Context: an optimization exercise on an open-source flow, tuned for small area and a short achievable clock period. The choices shown serve that exercise and are no tape-out recipe. Power and IR drop assume default switching activity.

## fpu_top
module fpu_top (
	input  logic                   clk,
	input  logic                   arst_n,
	input  logic                   issue,
	input  fpu_pkg::fpu_instr_t    instr,
	input  logic [32-1:0] x1,
	input  logic [32-1:0] x2,
	output fpu_pkg::fpu_res_t      result,
	output logic                   done
);
Size in the first run: roughly 2200 cells after synthesis, about 53 flip-flops, about 120 I/O pins, about 12000 sq um of cells after synthesis.
Settings: LEC_CHECK=0, ABC_AREA=1, CAP_MARGIN=50, CORE_MARGIN=2, CORE_UTILIZATION=50, PLACE_DENSITY=0.65, SLEW_MARGIN=70; clock period 19.0 ns.
standard.sh (not shown) runs the stock make flow with config.mk's settings and CLKGATE_MAP_FILE= SYNTH_SCRIPT=/design/flow/synth_recipe.tcl, a recipe that flattens the netlist after the stock synthesis.
==> flow/flow/run.sh <==
#!/bin/bash
# The standard layout (standard.sh, standard synthesis unchanged) with two changes to how
# the layout is optimised: the port buffers are a stronger buffer cell, and the resizer's
# repair_timing aims for extra setup slack so it works on the critical paths even though
# the 19 ns clock is met anyway. Each tool's output goes to the ORFS logs; make's output to
# standard.log.
set -e
bash standard.sh finish SETUP_SLACK_MARGIN=7 "BUFFER_PORTS_ARGS=-buffer_cell sky130_fd_sc_hd__buf_2" > standard.log 2>&1
Then changed:
==> flow/run.sh (new file) <==
#!/bin/bash
# synth_recipe.tcl (not shown) runs the flow's synth.tcl, then flattens the netlist and writes it again
# the make line also repeats each setting of config.mk as NAME=value (left out here)
make -C /OpenROAD-flow-scripts/flow DESIGN_CONFIG=/design/flow/config.mk WORK_HOME=/design/flow/orfs CLKGATE_MAP_FILE= SYNTH_SCRIPT=/design/flow/synth_recipe.tcl finish
Settings changed: ABC_AREA 1 to 0.
removed: flow/flow/run.sh
removed: flow/standard.sh
- via count decreases by 2.7%
- non-clock buffer count goes up by 2
- first-iteration DRC count came out higher by 21%
- die area went up by 1.1%
- utilization came out higher by 2.9 points
- final area rose by 5.7%
Then changed:
==> flow/flow/run.sh (new file) <==
#!/bin/bash
# The standard layout (standard.sh, standard synthesis unchanged) with two changes to how
# the layout is optimised: the port buffers are a stronger buffer cell, and the resizer's
# repair_timing aims for extra setup slack so it works on the critical paths even though
# the 19 ns clock is met anyway. Each tool's output goes to the ORFS logs; make's output to
# standard.log.
set -e
bash standard.sh finish "BUFFER_PORTS_ARGS=-buffer_cell sky130_fd_sc_hd__buf_2" > standard.log 2>&1
==> flow/standard.sh (new file) <==
#!/bin/bash
# synth_recipe.tcl (not shown) runs the flow's synth.tcl, then flattens the netlist and writes it again
# the make line also repeats each setting of config.mk as NAME=value (left out here)
make -C /OpenROAD-flow-scripts/flow DESIGN_CONFIG=/design/flow/config.mk WORK_HOME=/design/flow/orfs CLKGATE_MAP_FILE= SYNTH_SCRIPT=/design/flow/synth_recipe.tcl "${@:-finish}"
Settings changed: ABC_AREA 0 to 1.
removed: flow/run.sh
Outcome: Non-clock buffer count is lower by 29; sequential cell count stays the same; area after synthesis is lower by 1.1%; setup slack gets better by 1500 ps.
Then changed:
--- a/flow/flow/run.sh
+++ b/flow/flow/run.sh
@@ -7,2 +7,2 @@
 set -e
-bash standard.sh finish "BUFFER_PORTS_ARGS=-buffer_cell sky130_fd_sc_hd__buf_2" > standard.log 2>&1
+bash standard.sh finish SETUP_SLACK_MARGIN=9 "BUFFER_PORTS_ARGS=-buffer_cell sky130_fd_sc_hd__buf_4" > standard.log 2>&1
=>
- power rises by 35%
- non-clock buffer count rises by 158
- via count rises by 7.7%
- sequential power is about the same
- clock power rises by 3.1%
Function was not checked in any run of this note: the RTL went through the layout flow alone.

fpu_top, a different RTL version from the one above (not shown whole).
Size: ~2300 cells after synthesis, ~120 I/O pins, roughly 0.012 mm2 of cells after synthesis.
Settings: LEC_CHECK=0, ABC_AREA=1, CAP_MARGIN=50, CORE_MARGIN=2, CORE_UTILIZATION=50, PLACE_DENSITY=0.65, SLEW_MARGIN=70; clock period 19.0 ns.
==> flow/flow/run.sh <==
#!/bin/bash
# The standard layout (standard.sh, standard synthesis unchanged) with two changes to how
# the layout is optimised: the port buffers are a stronger buffer cell, and the resizer's
# repair_timing aims for extra setup slack so it works on the critical paths even though
# the 19 ns clock is met anyway. Each tool's output goes to the ORFS logs; make's output to
# standard.log.
set -e
bash standard.sh finish SETUP_SLACK_MARGIN=7 "BUFFER_PORTS_ARGS=-buffer_cell sky130_fd_sc_hd__buf_2" > standard.log 2>&1
Next try:
==> flow/flow/run.sh (replaced) <==
#!/bin/bash
# Layout flow: the standard layout (standard.sh, with its standard synthesis unchanged)
# with two changes to how the layout is optimised, none to the constraints:
#  - every port still gets a buffer, but a sky130_fd_sc_hd__buf_2 rather than the default
#    cell buffer_ports picks;
#  - the resizer's repair_timing aims for 8 ns of setup slack, so it works on the
#    critical paths although the 19 ns clock is met anyway.
# make's output goes to standard.log; each ORFS step's tool log is copied to tool_logs/.
set -e
bash standard.sh finish SETUP_SLACK_MARGIN=8 "BUFFER_PORTS_ARGS=-buffer_cell sky130_fd_sc_hd__buf_2" > standard.log 2>&1
mkdir -p tool_logs
cp orfs/logs/*/*/*/*.log tool_logs/ 2>/dev/null || true
After rerunning: The new run finished clean; worst setup slack improves by 650 ps; die area is unchanged; via count went up by 0.59%; design area grows by 0.94%; routed wire length goes up by 0.30%; sequential cell count is unchanged; non-clock buffer count came out higher by 5.
Function was not checked in any run of this note: the RTL went through the layout flow alone.

==> port drivers added, routing unchanged <==
No port has a modelled driver above. Below, the same layouts with a new extraction and two added sets of constraints. Step 1 assumes that a clkbuf_16 drives the clock port and a buf_2 every other input. Step 2 also shifts input and output timing later by t, the mid clock arrival at the registers, as if the neighbouring blocks saw the same clock. Three values: no drivers, after step 1, after step 2; two values: the first two.
run	shift t [ns]	setup WS [ns]	worst setup path after step 2
the first run of note 1	0.326	7.557 / 7.522 / 7.549	input to register
the second run of note 1	0.342	5.230 / 5.190 / 5.532	register to output
the third run of note 1	0.325	6.740 / 6.706 / 7.031	register to output
the fourth run of note 1	0.338	8.075 / 8.038 / 8.376	register to output
the first run of note 2	0.333	7.995 / 8.019 / 7.686	input to register
the second run of note 2	0.333	8.641 / 8.664 / 8.332	input to register
After both steps every run listed still meets setup and hold.
